This is an optimization exercise on Yosys and OpenROAD, whose aim is small area, a short achievable clock period and few clock cycles per item, not a production implementation.
No run shown here included a check of the RTL's function; only the layout flow was run.
Power is estimated from default activity; no workload was simulated.

==> flow/design.v, too long to show whole: its modules and the start of the top module <==
// module lfs_steer_tree: 1191 lines
// module line_follow_steering_core: 186 lines
module line_follow_steering_core (
   input  logic        clock,
   input  logic        reset,
   input  logic        req_valid,
   output logic        req_stall,
   input  logic [22:0] req_word,
   output logic        rsp_valid,
   input  logic        rsp_stall,
   output logic [17:0] rsp_word,
   input  logic        csr_write_en,
   input  logic [2:0]  csr_index,
   input  logic [15:0] csr_data
);
  // ...
==> flow/run.sh <==
#!/bin/bash
# synth_recipe.tcl (not shown) runs the flow's synth.tcl, then flattens the netlist and writes it again
# the make line also repeats each setting of config.mk as NAME=value (left out here)
make -C /OpenROAD-flow-scripts/flow DESIGN_CONFIG=/design/flow/config.mk WORK_HOME=/design/flow/orfs CLKGATE_MAP_FILE= SYNTH_SCRIPT=/design/flow/synth_recipe.tcl finish
==> flow/config.mk <==
export PLATFORM = sky130hd
export DESIGN_NAME = line_follow_steering_core
export DESIGN_NICKNAME = line_follow_steering_core
export VERILOG_FILES = /design/flow/design.v
export SDC_FILE = /design/flow/constraint.sdc
export NUM_CORES = 4
export LEC_CHECK = 0
export CAP_MARGIN = 20
export CORE_MARGIN = 2
export CORE_UTILIZATION = 40
export SLEW_MARGIN = 20
==> flow/constraint.sdc <==
create_clock -name core_clock -period 11.0 [get_ports {clock}]
set_input_delay 2.2000 -clock core_clock [delete_from_list [all_inputs] [get_ports {clock}]]
set_output_delay 2.2000 -clock core_clock [all_outputs]
set_load 0.01 [all_outputs]
==> metrics.md, run 1 <==
| Metric | Value |
|---|---|
| Multi-Input Combinational | roughly 1700 |
| # IOs | 67 |
| Period utilization | 78.4% |
| Root buf cell | clkbuf_16 |
| FF-to-FF path depth | 24 |
| Yosys reg bits | 134 |
| Tot GR Track Use | roughly 23% |
| Asr flop ratio synth | 0% |
| Largest net degree at the start of global routing | 66 |
| Most area-consuming cells after synthesis | fa_1, dfxtp_1, edfxtp_1 |
| Resized cells post-CTS | 0 |
| Slowest CP cell | a21oi_1 |
| Top cell type's share of synthesized area | between 10% and 20% |
| Dpl cell area | 19700 um^2 |
| Seq pwr share | 21.2% |
| Inserted Clock Buffers | 17 |
| WP data required | 11160 ps |
| Inst Count DP | 2757 |
| Multiplexer area fraction after synthesis | under 10% |
| Crit. End Element | flip-flop |
| Most common cell after layout, fill and taps aside | inv_1 |
| Critical Path Fanout Max | 33 |
| Fin area | 20300 um^2 |
| Kind of critical path | flip-flop to flip-flop |
| Hold Path Class | flip-flop to flip-flop |
| R2r setup slk | ~2400 ps |
| Max power group | combinational cells |
| Register area | 3200 um^2 |
| Post-Syn Area | around 19000 um^2 |
| Post-synthesis cell type count | 96 |
| Max Cap Violations | 0 |
| Worst slew pin tran | about 1200 ps |
| Biggest regs | o_w x18, kg x17 |
| CP Buf/Inv Count | 4 |
| Rel. slew slack | 19.3% |
| Fillcell total | around 4600 |
| Vias in the first global route | ~16000 |
| Pre-CTS setup slack | ~2400 ps |
| Power Density | 160 nW/um^2 |
| Via count | 15800 |
| CTS tree | built |
| RD Place Congestion | 0.932 |
| Clk power | just over 600 uW |
| Status | no timing/DRC/antenna violations |
| Final min period | between 8000 and 9000 ps |
==> run 2, diff against run 1 <==
--- a/flow/config.mk
+++ b/flow/config.mk
@@ -9,3 +9,4 @@
 export CORE_MARGIN = 2
 export CORE_UTILIZATION = 40
+export SETUP_SLACK_MARGIN = 5
 export SLEW_MARGIN = 20
==> run 2 against run 1 <==
Clock skew rose by 4.8 ps; die area is the same; power grew 13%; worst setup slack improved by 2000 ps; worst hold slack worse by 3.2 ps; cell area increased by 8.2%; maximum frequency up 30%; synthesized cell count is the same; critical path depth increased by 1; non-clock buffer count grew 74; register-to-register slack improved by 2000 ps; first-iteration DRC count shrank 6.3%.
==> metrics.md, run 2 <==
| Metric | Value |
|---|---|
| Die area | 48400 um^2 (unchanged) |
| CP Launch Point | mode[0] (unchanged) |
| Most area-consuming cells after synthesis | fa_1, dfxtp_1, edfxtp_1 (unchanged) |
| Hold Path Class | flip-flop to flip-flop (unchanged) |
| Nets | 2586 (was 2510) |
| Kind of critical path | flip-flop to flip-flop (unchanged) |
| Syn nets | 2553 (unchanged) |
| Clock skew | 27.6 ps (was 22.8 ps) |
| Share of cells above drive strength 1 | 14.8% (was 5.04%) |
| Largest net degree at the start of global routing | 66 (unchanged) |
| Status | no timing/DRC/antenna violations (unchanged) |
| Die X | 220 um (unchanged) |
| Final ANT Viol Nets | 0 (unchanged) |
| Clk Latency, worst-skew pair | 460 ps (about the same) |
| Max reg flops | 18 (unchanged) |
| Biggest regs | o_w x18, kg x17 (unchanged) |
| CTS sink count | 134 (unchanged) |
| Vias in the first global route | 16300 (was 15800) |
| Pre-CTS setup slack | 2780 ps (was 2420 ps) |
| RD Place Congestion | 0.946 (was 0.932) |
| Yosys top cell by area | fa_1 (unchanged) |
| H-Tree Depth | 4 (unchanged) |
| Yosys reg bits | 134 (unchanged) |
| DRT Pass-1 Iters | 6 (unchanged) |
| Post-Synth XOR/XNOR Area | 11.9% (unchanged) |
| Crit start category | flip-flop (unchanged) |
| Antenna cell count | 0 (unchanged) |
| Final TNS setup | 0 ps (unchanged) |
| Via count | 16200 (was 15800) |
| Wl on met1 | 24200 um (was 25100 um) |
| Critical R2R Launch | mode[0] (unchanged) |
| Crit path arrival time | 6800 ps (was 8780 ps) |
| Register area | 3220 um^2 (was 3200 um^2) |
| Final Hold Vio Count | 0 (unchanged) |
| Peak supply drop | 148 uV (was 108 uV) |
| Final setup violation count | 0 (unchanged) |
| Adder-cell area share of the yosys netlist | 26.7% (unchanged) |
| Initial DRC count | 1319 (was 1407) |
| FF-to-FF path depth | 25 (was 24) |
| Top cell type's share of synthesized area | 18.7% (unchanged) |
| Slowest CP cell | fa_2 (was a21oi_1) |
| Sequential fraction of the synthesis area | 17.2% (unchanged) |
| IO buf count | 66 (unchanged) |
| WP data required | 11170 ps (was 11160 ps) |
| Hpwl dp | 41700 um (was 42400 um) |
| Rel. slew slack | 30.3% (was 19.3%) |
| Multi-input logic area | 14900 um^2 (was 14000 um^2) |
| Residual DRC | 0 (unchanged) |
| Final min period | 6630 ps (was 8630 ps) |
| Power Density | 168 nW/um^2 (was 160 nW/um^2) |
| Multiplexer area fraction after synthesis | 2.77% (unchanged) |
| Core Region | 46400 um^2 (unchanged) |
| RR Endpoint | b_q[2] (was b_q[1]) |
| Routed WL per cell | 19.9 um (was 19.7 um) |
| # IOs | 67 (unchanged) |
| Max Fclk | 0.151 GHz (was 0.116 GHz) |
| Detailed Route WL | 57000 um (was 54900 um) |
| Max Cap Violations | 0 (unchanged) |
| Fillcell total | 4386 (was 4585) |
| Unrepaired setup endpoints after global routing | yes (was no) |
| CTS tree | built (unchanged) |
| Initial antenna violation count | 0 (unchanged) |
| Largest family of logic cells by synthesized area | adder cells (unchanged) |
| Most frequent cells in the layout | inv_1, nand2_1, fa_1 (unchanged) |
| Top-count cell post-synth | inv_1 (unchanged) |
| Leakage | 0.00857 uW (was 0.00798 uW) |
| Tot GR Track Use | 23.9% (was 23.2%) |
| Post-synthesis compound-gate area fraction | 19.4% (unchanged) |
| Post-Syn Area | 18700 um^2 (unchanged) |
| Worst slew pin tran | 1020 ps (was 1200 ps) |
| DR vias/cell | 5.67 (about the same) |
| HP Start | gp[11] (was gp[12]) |
| Final worst slack | 4370 ps (was 2370 ps) |
| Initial Util | 40.3% (unchanged) |
| CP max stage delay | 540 ps (was 840 ps) |
| Syn-to-layout area delta | 17.5% (was 8.58%) |
| Yosys warns | 1 (unchanged) |
| Period utilization | 60.2% (was 78.4%) |
| Gr ovfl total | 0 (unchanged) |
| Post-synthesis simple-gate area fraction | 14.0% (unchanged) |
| Fin area | 21900 um^2 (was 20300 um^2) |
| Crit. End Element | flip-flop (unchanged) |
| Syn_area_per_cell | 8.44 um^2 (unchanged) |
| R2r setup slk | 4370 ps (was 2370 ps) |
| Post-synthesis cell type count | 96 (unchanged) |
| Critical Path Fanout Max | 6 (was 33) |
| First-pass GRT wire length | 89700 um (was 87600 um) |
| Most common cell after layout, fill and taps aside | inv_1 (unchanged) |
| CP endpoint | b_q[2] (was b_q[1]) |
| CTS clock-pin slew for the worst setup and hold paths | 60 ps (was 70 ps) |
| Asr flop ratio synth | 0% (unchanged) |
| DR WL met2 | 27000 um (was 25000 um) |
| Root buf cell | clkbuf_16 (unchanged) |
| Slew Limit Fails | 0 (unchanged) |
| Post-Syn Instances | 2212 (unchanged) |
| Metal3 WL | 4430 um (was 3700 um) |
| Synth top cells by count | inv_1, nand2_1, fa_1, xnor2_1, a22oi_1 (unchanged) |
| Max layer used | met4 (unchanged) |
| Dpl cell area | 19800 um^2 (was 19700 um^2) |
| CTS max path bufs | 2 (unchanged) |
| Die Ht | 220 um (unchanged) |
| Top FF cell, synth | dfxtp_1 (unchanged) |
| Biggest register | o_w (unchanged) |
| Hold_buf cts | 0 (unchanged) |
| Row count | 79 (unchanged) |
| Inserted Clock Buffers | 17 (unchanged) |
| EDFF count, synth | 52 (unchanged) |
run 2: cell types whose count changed in the layout (fill, tap and decap cells not counted), sizes merged:
cell      delta
a41o         +1
clkinv       -1
inv          -2
clkinvlp     +1
bufinv       +2
a41oi        +1
buf         +74
run 2: kinds of logic (layout without fill, tap and decap cells):
kind of cell               after synthesis  count (layout)
and+or+nand+nor                        555             555
AOI/OAI and AO/OA                      543             545
buffers and inverters                  384             428
adders and majority gates              294             294
xor gates and xnor gates               252             252
DFF                                    134             134
muxes                                   50              50
run 2: final cells by class:
class,count,area share [%]
Clock buffer,17,1.94
Inverter,231,4.04
Tap cell,607,3.46
Multi-Input combinational cell,1696,67.9
Sequential cell,134,14.7
Timing Repair Buffer,165,7.06
Clock inverter,15,0.867
run 2: critical path, delay by kind of cell (launching register included):
kind / cells / cell delay (ps)
xor gates and xnor gates: 2 / 460
DFF: 1 / 330
and+or+nand+nor: 2 / 530
adders and majority gates: 7 / 2810
buffers and inverters: 5 / 700
AOI/OAI and AO/OA: 9 / 1490
run 2: metal layers:
layer / GRT usage, % / up-vias
met1: 30.9 / 7934
met5: 0 / -
met3: 4.51 / 89
met4: 7.18 / 0
li1: - / 7606
met2: 40.4 / 607
run 2: worst min path at each step:
stage	endpoint	cells after the start	slack, ps
after floorplan	o_v	2	440
after global placement	o_v	2	440
after detailed placement	gp[11]	2	450
after CTS	gp[11]	2	460
after global routing	gp[2]	2	480
final	gp[11]	2	460
run 2: what timing repair did:
item                       in CTS  in global routing
pin swaps                      53                 58
gates resized for setup       127                 60
setup endpoints to repair      12                 11
setup buffers                  64                  9
cloned                          2                  0
run 2: through the flow:
step                      hold slack (ps)  instances  power [uW]  utilization (%)
after global placement                443       2758        2650             42.7
after CTS                             462       2856        3550             46.6
after global routing                  484       2865        3960             47.3
after detailed placement              451       2758        2680             42.7
after floorplan                       436       2212        2210                -
final                                 460       2865        3680             47.3
run 2: power breakdown:
part	switching [uW]	internal (uW)	total, uW
logic	1360	1040	2400
registers	60.9	609	669
clock network	247	362	609
==> module line_follow_steering_core, before the edit <==
module line_follow_steering_core (
   input  logic        clock,
   input  logic        reset,
   input  logic        req_valid,
   output logic        req_stall,
   input  logic [22:0] req_word,
   output logic        rsp_valid,
   input  logic        rsp_stall,
   output logic [17:0] rsp_word,
   input  logic        csr_write_en,
   input  logic [2:0]  csr_index,
   input  logic [15:0] csr_data
);
   logic [1:0]         mode;
   logic [7:0]         base;
   logic [3:0]         sharp;
   logic [3:0]         smooth;
   logic signed [15:0] gp;
   logic signed [15:0] gd;
   always_ff @(posedge clock) begin
      if (reset) begin
         mode   <= 2'd0;
         base   <= 8'd120;
         sharp  <= 4'd1;
         smooth <= 4'd1;
         gp     <= '0;
         gd     <= '0;
      end else if (csr_write_en) begin
         case (csr_index)
            3'd0: mode   <= csr_data[1:0];
            3'd1: base   <= csr_data[7:0];
            3'd2: sharp  <= csr_data[3:0];
            3'd3: smooth <= csr_data[3:0];
            3'd4: gp     <= csr_data;
            3'd5: gd     <= csr_data;
            default: ;
         endcase
      end
   end
   wire pd = (mode == 2'd2);
   wire [2:0] bits = req_word[22:20];
   wire [9:0] lvl_l = req_word[19:10];
   wire [9:0] lvl_r = req_word[9:0];
   wire signed [10:0] sh16 = $signed({3'b000, sharp, 4'b0000});
   wire signed [10:0] sm7  = $signed({4'b0000, smooth, 3'b000}) - $signed({7'b0000000, smooth});
   logic signed [10:0] m0;
   logic               emit0;
   always_comb begin
      emit0 = 1'b1;
      m0    = '0;
      case (mode)
         2'd0: begin
            case (bits)
               3'b001:  m0 = sh16;
               3'b011:  m0 = sm7;
               3'b100:  m0 = -sh16;
               3'b110:  m0 = -sm7;
               3'b101:  emit0 = 1'b0;
               default: m0 = '0;
            endcase
         end
         2'd1: begin
            case (bits[1:0])
               2'b01:   m0 = sh16;
               2'b10:   m0 = -sh16;
               default: m0 = '0;
            endcase
         end
         2'd2: begin
            m0 = $signed({1'b0, lvl_l}) - $signed({1'b0, lvl_r});
         end
         default: begin
            if (lvl_l == 10'd0)        emit0 = 1'b0;
            else if (lvl_l <= 10'd400) m0 = -11'sd10;
            else if (lvl_l < 10'd800)  m0 = '0;
            else                       m0 = 11'sd10;
         end
      endcase
   end
   logic               sk_v, a_v, b_v, o_v;
   logic signed [10:0] sk_m, a_m;
   wire                stall  = o_v & rsp_stall;
   wire                accept = req_valid & ~sk_v;
   wire                new_v  = accept & emit0;
   assign req_stall = sk_v;
   assign rsp_valid = o_v;
   always_ff @(posedge clock) begin
      if (reset) begin
         sk_v <= 1'b0;
      end else if (stall) begin
         if (new_v) sk_v <= 1'b1;
      end else begin
         sk_v <= 1'b0;
      end
   end
   always_ff @(posedge clock) begin
      if (stall && new_v) sk_m <= m0;
   end
   always_ff @(posedge clock) begin
      if (reset) begin
         a_v <= 1'b0;
         b_v <= 1'b0;
         o_v <= 1'b0;
      end else if (!stall) begin
         a_v <= sk_v | new_v;
         b_v <= a_v;
         o_v <= b_v;
      end
   end
   always_ff @(posedge clock) begin
      if (!stall) a_m <= sk_v ? sk_m : m0;
   end
   logic signed [10:0] prev;
   always_ff @(posedge clock) begin
      if (reset)                    prev <= '0;
      else if (!stall && a_v && pd) prev <= a_m;
   end
   logic signed [16:0] kg;
   always_ff @(posedge clock) begin
      kg <= pd ? (17'(gp) + 17'(gd)) : 17'sd2560;
   end
   wire [15:0] ge = pd ? gd : 16'd0;
   wire [17:0] kx = {kg[16], kg};
   wire [16:0] gx = {ge, 1'b0};
   logic [8:0] ek_one, ek_two, ek_neg;
   logic [7:0] eg_one, eg_two, eg_neg;
   always_comb begin
      for (int j = 0; j < 9; j++) begin
         logic x2, x1, x0;
         x2 = kx[2*j+1];
         x1 = kx[2*j];
         x0 = (j == 0) ? 1'b0 : kx[2*j-1];
         ek_one[j] = x1 ^ x0;
         ek_two[j] = (x2 & ~x1 & ~x0) | (~x2 & x1 & x0);
         ek_neg[j] = x2 & ~(x1 & x0);
      end
      for (int j = 0; j < 8; j++) begin
         logic x2, x1, x0;
         x2 = gx[2*j+2];
         x1 = gx[2*j+1];
         x0 = gx[2*j];
         eg_one[j] = x1 ^ x0;
         eg_two[j] = (x2 & ~x1 & ~x0) | (~x2 & x1 & x0);
         eg_neg[j] = ~x2 & (x1 | x0);
      end
   end
   logic [27:0] sum0, sum1;
   lfs_steer_tree u_tree (
      .ek_one (ek_one), .ek_two (ek_two), .ek_neg (ek_neg),
      .eg_one (eg_one), .eg_two (eg_two), .eg_neg (eg_neg),
      .m      (a_m),    .p      (prev),
      .sum0   (sum0),   .sum1   (sum1)
   );
   wire signed [27:0] steer = sum0 + sum1;
   wire signed [19:0] q     = steer[27:8];
   wire               nz    = |steer[7:0];
   logic signed [10:0] qc;
   always_comb begin
      if (q > 20'sd1023)       qc = 11'sd1023;
      else if (q < -20'sd1024) qc = -11'sd1024;
      else                     qc = q[10:0];
   end
   logic signed [10:0] b_q;
   logic               b_nz;
   always_ff @(posedge clock) begin
      if (!stall) begin
         b_q  <= qc;
         b_nz <= nz;
      end
   end
   wire signed [11:0] t = b_q + $signed({1'b0, base});
   wire signed [11:0] w = b_q - $signed({1'b0, base});
   wire signed [12:0] sl = t + $signed({1'b0, b_nz & t[11]});
   wire signed [12:0] sr = w + $signed({1'b0, b_nz & w[11]});
   wire [12:0] ml = sl[12] ? -sl : sl;
   wire [12:0] mr = sr[12] ? -sr : sr;
   wire fl = ~sl[12] & (sl != 0);
   wire fr = sr[12];
   wire [7:0] dl = (ml > 13'd255) ? 8'hFF : ml[7:0];
   wire [7:0] dr = (mr > 13'd255) ? 8'hFF : mr[7:0];
   logic [17:0] o_w;
   always_ff @(posedge clock) begin
      if (!stall) o_w <= {fl, dl, fr, dr};
   end
   assign rsp_word = o_w;
endmodule
==> run 3, diff against run 2 <==
--- a/flow/design.v
+++ b/flow/design.v
@@ -1289,5 +1289,5 @@
    end
    wire pd = (mode == 2'd2);
-   wire [2:0] bits = req_word[22:20];
+   wire [2:0] bits  = req_word[22:20];
    wire [9:0] lvl_l = req_word[19:10];
    wire [9:0] lvl_r = req_word[9:0];
@@ -1328,5 +1328,5 @@
       endcase
    end
-   logic               sk_v, a_v, b_v, o_v;
+   logic               sk_v, a_v, c_v, o_v;
    logic signed [10:0] sk_m, a_m;
    wire                stall  = o_v & rsp_stall;
@@ -1350,10 +1350,10 @@
       if (reset) begin
          a_v <= 1'b0;
-         b_v <= 1'b0;
+         c_v <= 1'b0;
          o_v <= 1'b0;
       end else if (!stall) begin
          a_v <= sk_v | new_v;
-         b_v <= a_v;
-         o_v <= b_v;
+         c_v <= a_v;
+         o_v <= c_v;
       end
    end
@@ -1402,31 +1402,30 @@
       .sum0   (sum0),   .sum1   (sum1)
    );
-   wire signed [27:0] steer = sum0 + sum1;
-   wire signed [19:0] q     = steer[27:8];
-   wire               nz    = |steer[7:0];
-   logic signed [10:0] qc;
-   always_comb begin
-      if (q > 20'sd1023)       qc = 11'sd1023;
-      else if (q < -20'sd1024) qc = -11'sd1024;
-      else                     qc = q[10:0];
-   end
-   logic signed [10:0] b_q;
-   logic               b_nz;
+   wire [8:0] lo = {1'b0, sum0[7:0]} + {1'b0, sum1[7:0]};
+   logic [19:0] c_x, c_y;
+   logic        c_ci, c_nz;
    always_ff @(posedge clock) begin
       if (!stall) begin
-         b_q  <= qc;
-         b_nz <= nz;
+         c_x  <= sum0[27:8];
+         c_y  <= sum1[27:8];
+         c_ci <= lo[8];
+         c_nz <= |lo[7:0];
       end
    end
-   wire signed [11:0] t = b_q + $signed({1'b0, base});
-   wire signed [11:0] w = b_q - $signed({1'b0, base});
-   wire signed [12:0] sl = t + $signed({1'b0, b_nz & t[11]});
-   wire signed [12:0] sr = w + $signed({1'b0, b_nz & w[11]});
-   wire [12:0] ml = sl[12] ? -sl : sl;
-   wire [12:0] mr = sr[12] ? -sr : sr;
-   wire fl = ~sl[12] & (sl != 0);
-   wire fr = sr[12];
-   wire [7:0] dl = (ml > 13'd255) ? 8'hFF : ml[7:0];
-   wire [7:0] dr = (mr > 13'd255) ? 8'hFF : mr[7:0];
+   wire signed [19:0] q = c_x + c_y + {19'd0, c_ci};
+   logic signed [9:0] qc;
+   always_comb begin
+      if (q > 20'sd511)       qc = 10'sd511;
+      else if (q < -20'sd512) qc = -10'sd512;
+      else                    qc = q[9:0];
+   end
+   wire signed [10:0] t = qc + $signed({1'b0, base});
+   wire signed [10:0] w = qc - $signed({1'b0, base});
+   wire [10:0] ml = (t ^ {11{t[10]}}) + {10'd0, t[10] & ~c_nz};
+   wire [10:0] mr = (w ^ {11{w[10]}}) + {10'd0, w[10] & ~c_nz};
+   wire fl = ~t[10] & (ml != 11'd0);
+   wire fr = w[10] & (mr != 11'd0);
+   wire [7:0] dl = (ml > 11'd255) ? 8'hFF : ml[7:0];
+   wire [7:0] dr = (mr > 11'd255) ? 8'hFF : mr[7:0];
    logic [17:0] o_w;
    always_ff @(posedge clock) begin
==> run 3 against run 2 <==
Sequential power rose by 28%; critical path type unchanged; sequential share of layout area up 4.2 points; clock power rose by 1%; first-iteration DRC count is 6.7% lower; maximum frequency rose by 7.4%; largest cell class unchanged; register-to-register slack improved by 460 ps.
==> metrics.md, run 3 <==
| Metric | Value |
|---|---|
| H-Tree Depth | 4 (unchanged) |
| Die area | 49500 um^2 (was 48400 um^2) |
| Clock skew | 15.3 ps (was 27.6 ps) |
| # IOs | 67 (unchanged) |
| Tot GR Track Use | 21.6% (was 23.9%) |
| Die Ht | 222 um (was 220 um) |
| Final min period | 6170 ps (was 6630 ps) |
| WP data required | 11240 ps (was 11170 ps) |
| Hpwl dp | 39800 um (was 41700 um) |
| M3 GR Usage | 3.39% (was 4.51%) |
| Clk Latency, worst-skew pair | 490 ps (was 460 ps) |
| Met2 Use GR | 36.8% (was 40.4%) |
| CP Launch Point | c_x[12] (was mode[0]) |
| Die X | 222 um (was 220 um) |
| Worst slew pin tran | 1080 ps (was 1020 ps) |
| IO buf count | 66 (unchanged) |
| EDFF count, synth | 82 (was 52) |
| Biggest regs | c_x x20, c_y x20, o_w x18 (was o_w x18, kg x17) |
| Yosys reg bits | 164 (was 134) |
| Residual DRC | 0 (unchanged) |
| Syn_area_per_cell | 8.80 um^2 (was 8.44 um^2) |
| Share of cells above drive strength 1 | 11.0% (was 14.8%) |
| Top-count cell post-synth | inv_1 (unchanged) |
| Syn-to-layout area delta | 14.0% (was 17.5%) |
| Final TNS setup | 0 ps (unchanged) |
| CP max stage delay | 430 ps (was 540 ps) |
| Unrepaired setup endpoints after global routing | yes (unchanged) |
| Nets | 2535 (was 2586) |
| Rel. slew slack | 27.7% (was 30.3%) |
| Crit path arrival time | 6410 ps (was 6800 ps) |
| Final Hold Vio Count | 0 (unchanged) |
| Synth top cells by count | inv_1, nand2_1, xnor2_1, fa_1, a22oi_1 (was inv_1, nand2_1, fa_1, xnor2_1, a22oi_1) |
| Initial antenna violation count | 0 (unchanged) |
| Root buf cell | clkbuf_16 (unchanged) |
| Crit. End Element | flip-flop (unchanged) |
| Yosys warns | 1 (unchanged) |
| Top cell type's share of synthesized area | 18.5% (was 18.7%) |
| Power Density | 202 nW/um^2 (was 168 nW/um^2) |
| Yosys top cell by area | fa_1 (unchanged) |
| Critical Path Fanout Max | 6 (unchanged) |
| Period utilization | 56.1% (was 60.2%) |
| Vias in the first global route | 15400 (was 16300) |
| Hold Path Class | flip-flop to flip-flop (unchanged) |
| Slew Limit Fails | 0 (unchanged) |
| Inserted Clock Buffers | 17 (unchanged) |
| Most frequent cells in the layout | inv_1, nand2_1, xnor2_1 (was inv_1, nand2_1, fa_1) |
| Kind of critical path | flip-flop to flip-flop (unchanged) |
| Global route hottest layer | met2 (unchanged) |
| Slowest CP cell | or3_4 (was fa_2) |
| Sequential fraction of the synthesis area | 21.5% (was 17.2%) |
| CTS tree | built (unchanged) |
| Most area-consuming cells after synthesis | fa_1, edfxtp_1, xnor2_1 (was fa_1, dfxtp_1, edfxtp_1) |
| Status | no timing/DRC/antenna violations (unchanged) |
| Fillcell total | 4684 (was 4386) |
| Most common cell after layout, fill and taps aside | inv_1 (unchanged) |
| Peak supply drop | 152 uV (was 148 uV) |
| Fin util | 45.9% (was 47.3%) |
| Initial Util | 40.2% (was 40.3%) |
| Routed WL per cell | 18.6 um (was 19.9 um) |
| CTS sink count | 164 (was 134) |
| Hold_buf cts | 0 (unchanged) |
| First-pass GRT wire length | 84100 um (was 89700 um) |
| HP Start | gp[11] (unchanged) |
| CTS max path bufs | 2 (unchanged) |
| RD Place Congestion | 0.907 (was 0.946) |
| Gr ovfl total | 0 (unchanged) |
| Row count | 80 (was 79) |
| CTS clock-pin slew for the worst setup and hold paths | 70 ps (was 60 ps) |
| Top FF cell, synth | edfxtp_1 (was dfxtp_1) |
| Final ANT Viol Nets | 0 (unchanged) |
| DR vias/cell | 5.45 (was 5.67) |
| Asr flop ratio synth | 0% (unchanged) |
| Initial DRC count | 1231 (was 1319) |
| Max Cap Violations | 0 (unchanged) |
| Syn nets | 2509 (was 2553) |
| Post-Syn Instances | 2168 (was 2212) |
| Critical R2R Launch | c_x[12] (was mode[0]) |
| Max Fclk | 0.162 GHz (was 0.151 GHz) |
| Detailed Route WL | 52600 um (was 57000 um) |
| Crit start category | flip-flop (unchanged) |
| Post-synthesis cell type count | 87 (was 96) |
| Final setup violation count | 0 (unchanged) |
| Cell mode on critical path | nand2_1 |
| Largest net degree at the start of global routing | 67 (was 66) |
| Core Region | 47400 um^2 (was 46400 um^2) |
| Met1 Track Usage GR | 27.2% (was 30.9%) |
| Via count | 15400 (was 16200) |
| Post-Syn Area | 19100 um^2 (was 18700 um^2) |
| DRT Pass-1 Iters | 5 (was 6) |
| Leakage | 0.00855 uW (was 0.00857 uW) |
==> run 3: power breakdown <==
group	switching (uW)	leakage (uW)	internal (uW)
Combinational	1640	0.00674	1300
Sequential	66.3	0.00151	790
Clock	274	0.000300	344
==> run 3: routing by layer <==
| layer | share of wire, % | up-vias |
|---|---|---|
| met3 | 5.4 | 106 |
| met4 | 3.2 | 0 |
| met2 | 48 | 477 |
| met5 | 0 | - |
| li1 | - | 7344 |
| met1 | 43 | 7445 |
==> run 3: repair_timing <==
action,CTS,global route
endpoints found under the hold margin,0,0
resized for setup,59,29
buffers inserted,38,8
cloned,2,0
pin swaps,48,23
setup endpoints to repair,18,20
==> run 3: kinds of logic after synthesis <==
logic type	count (synthesis)	share of synthesized area [%]
multiplexers	44	2.39
flip-flops	164	21.5
AO/OA/AOI/OAI	500	17.5
buffers and inverters	408	8.08
XOR/XNOR	258	11.8
AND/OR/NAND/NOR	500	12.5
adder cells (fa/ha/maj)	294	26.2
==> run 3: final timing paths <==
kind                            endpoint  slack [ps]  depth (start not counted)
worst max-delay path              o_w[3]        4830                         31
worst max register to register    o_w[3]        4830                         31
worst min register to register    gp[11]         460                          2
worst min-delay path              gp[11]         460                          2
==> run 3: worst max-delay path: cells and delay by family (launching register included) <==
family,cells,cell delay (ps)
flops,1,370
simple gates,14,2510
xor+xnor,1,130
compound gates,10,1570
buf+inv,2,270
fa+ha+maj,4,1050
==> run 3: cell type report <==
class                           instances  area (um^2)  share of cell area (%)
Antenna cell                            1         2.50                  0.0115
Clock buffer                           20          478                    2.20
Clock inverter                         12          129                   0.592
Inverter                              269         1010                    4.64
Multi-Input combinational cell       1598        14000                    64.4
Sequential cell                       164         4100                    18.9
Tap cell                              615          769                    3.54
Timing Repair Buffer                  144         1250                    5.76
==> run 3: metrics by stage <==
step | total power, uW | setup WS [ps] | cells | hold WS, ps | instance area [um^2]
6_report | 4410 | 4830 | 2823 | 461 | 21800
5_1_grt | 4740 | 4510 | 2822 | 475 | 21800
4_1_cts | 4260 | 4850 | 2814 | 461 | 21600
3_5_place_dp | 3220 | 3800 | 2742 | 451 | 20400
3_3_place_gp | 3200 | 3910 | 2742 | 446 | 20400
2_1_floorplan | 2710 | 4800 | 2168 | 436 | 19200

==> static timing again, ports no longer ideal <==
Ports are ideal in the flow. The routed layouts listed here were re-timed in OpenROAD.
Step 1, drivers: a clkbuf_16 drives clock and a buf_2 each remaining input, both assumed.
Step 2, shift: input delay + t, output delay - t, t = (earliest + latest rising clock arrival at the registers) / 2. This alone moves slack from input paths to output paths.
Three values: ideal, step 1, step 2; two values: the first two.
run | t (ns) | setup WS [ns] | worst setup path at the end | worst slew at a driven data input, ns | cell pins on the clock port's net
run 1 | 0.493 | 2.374 / 2.374 / 2.374 | register to register | 0.07 | 1
run 2 | 0.490 | 4.374 / 4.374 / 4.374 | register to register | 0.04 | 1
run 3 | 0.536 | 4.831 / 4.831 / 4.831 | register to register | 0.06 | 1
After both steps every run listed still meets setup and hold.
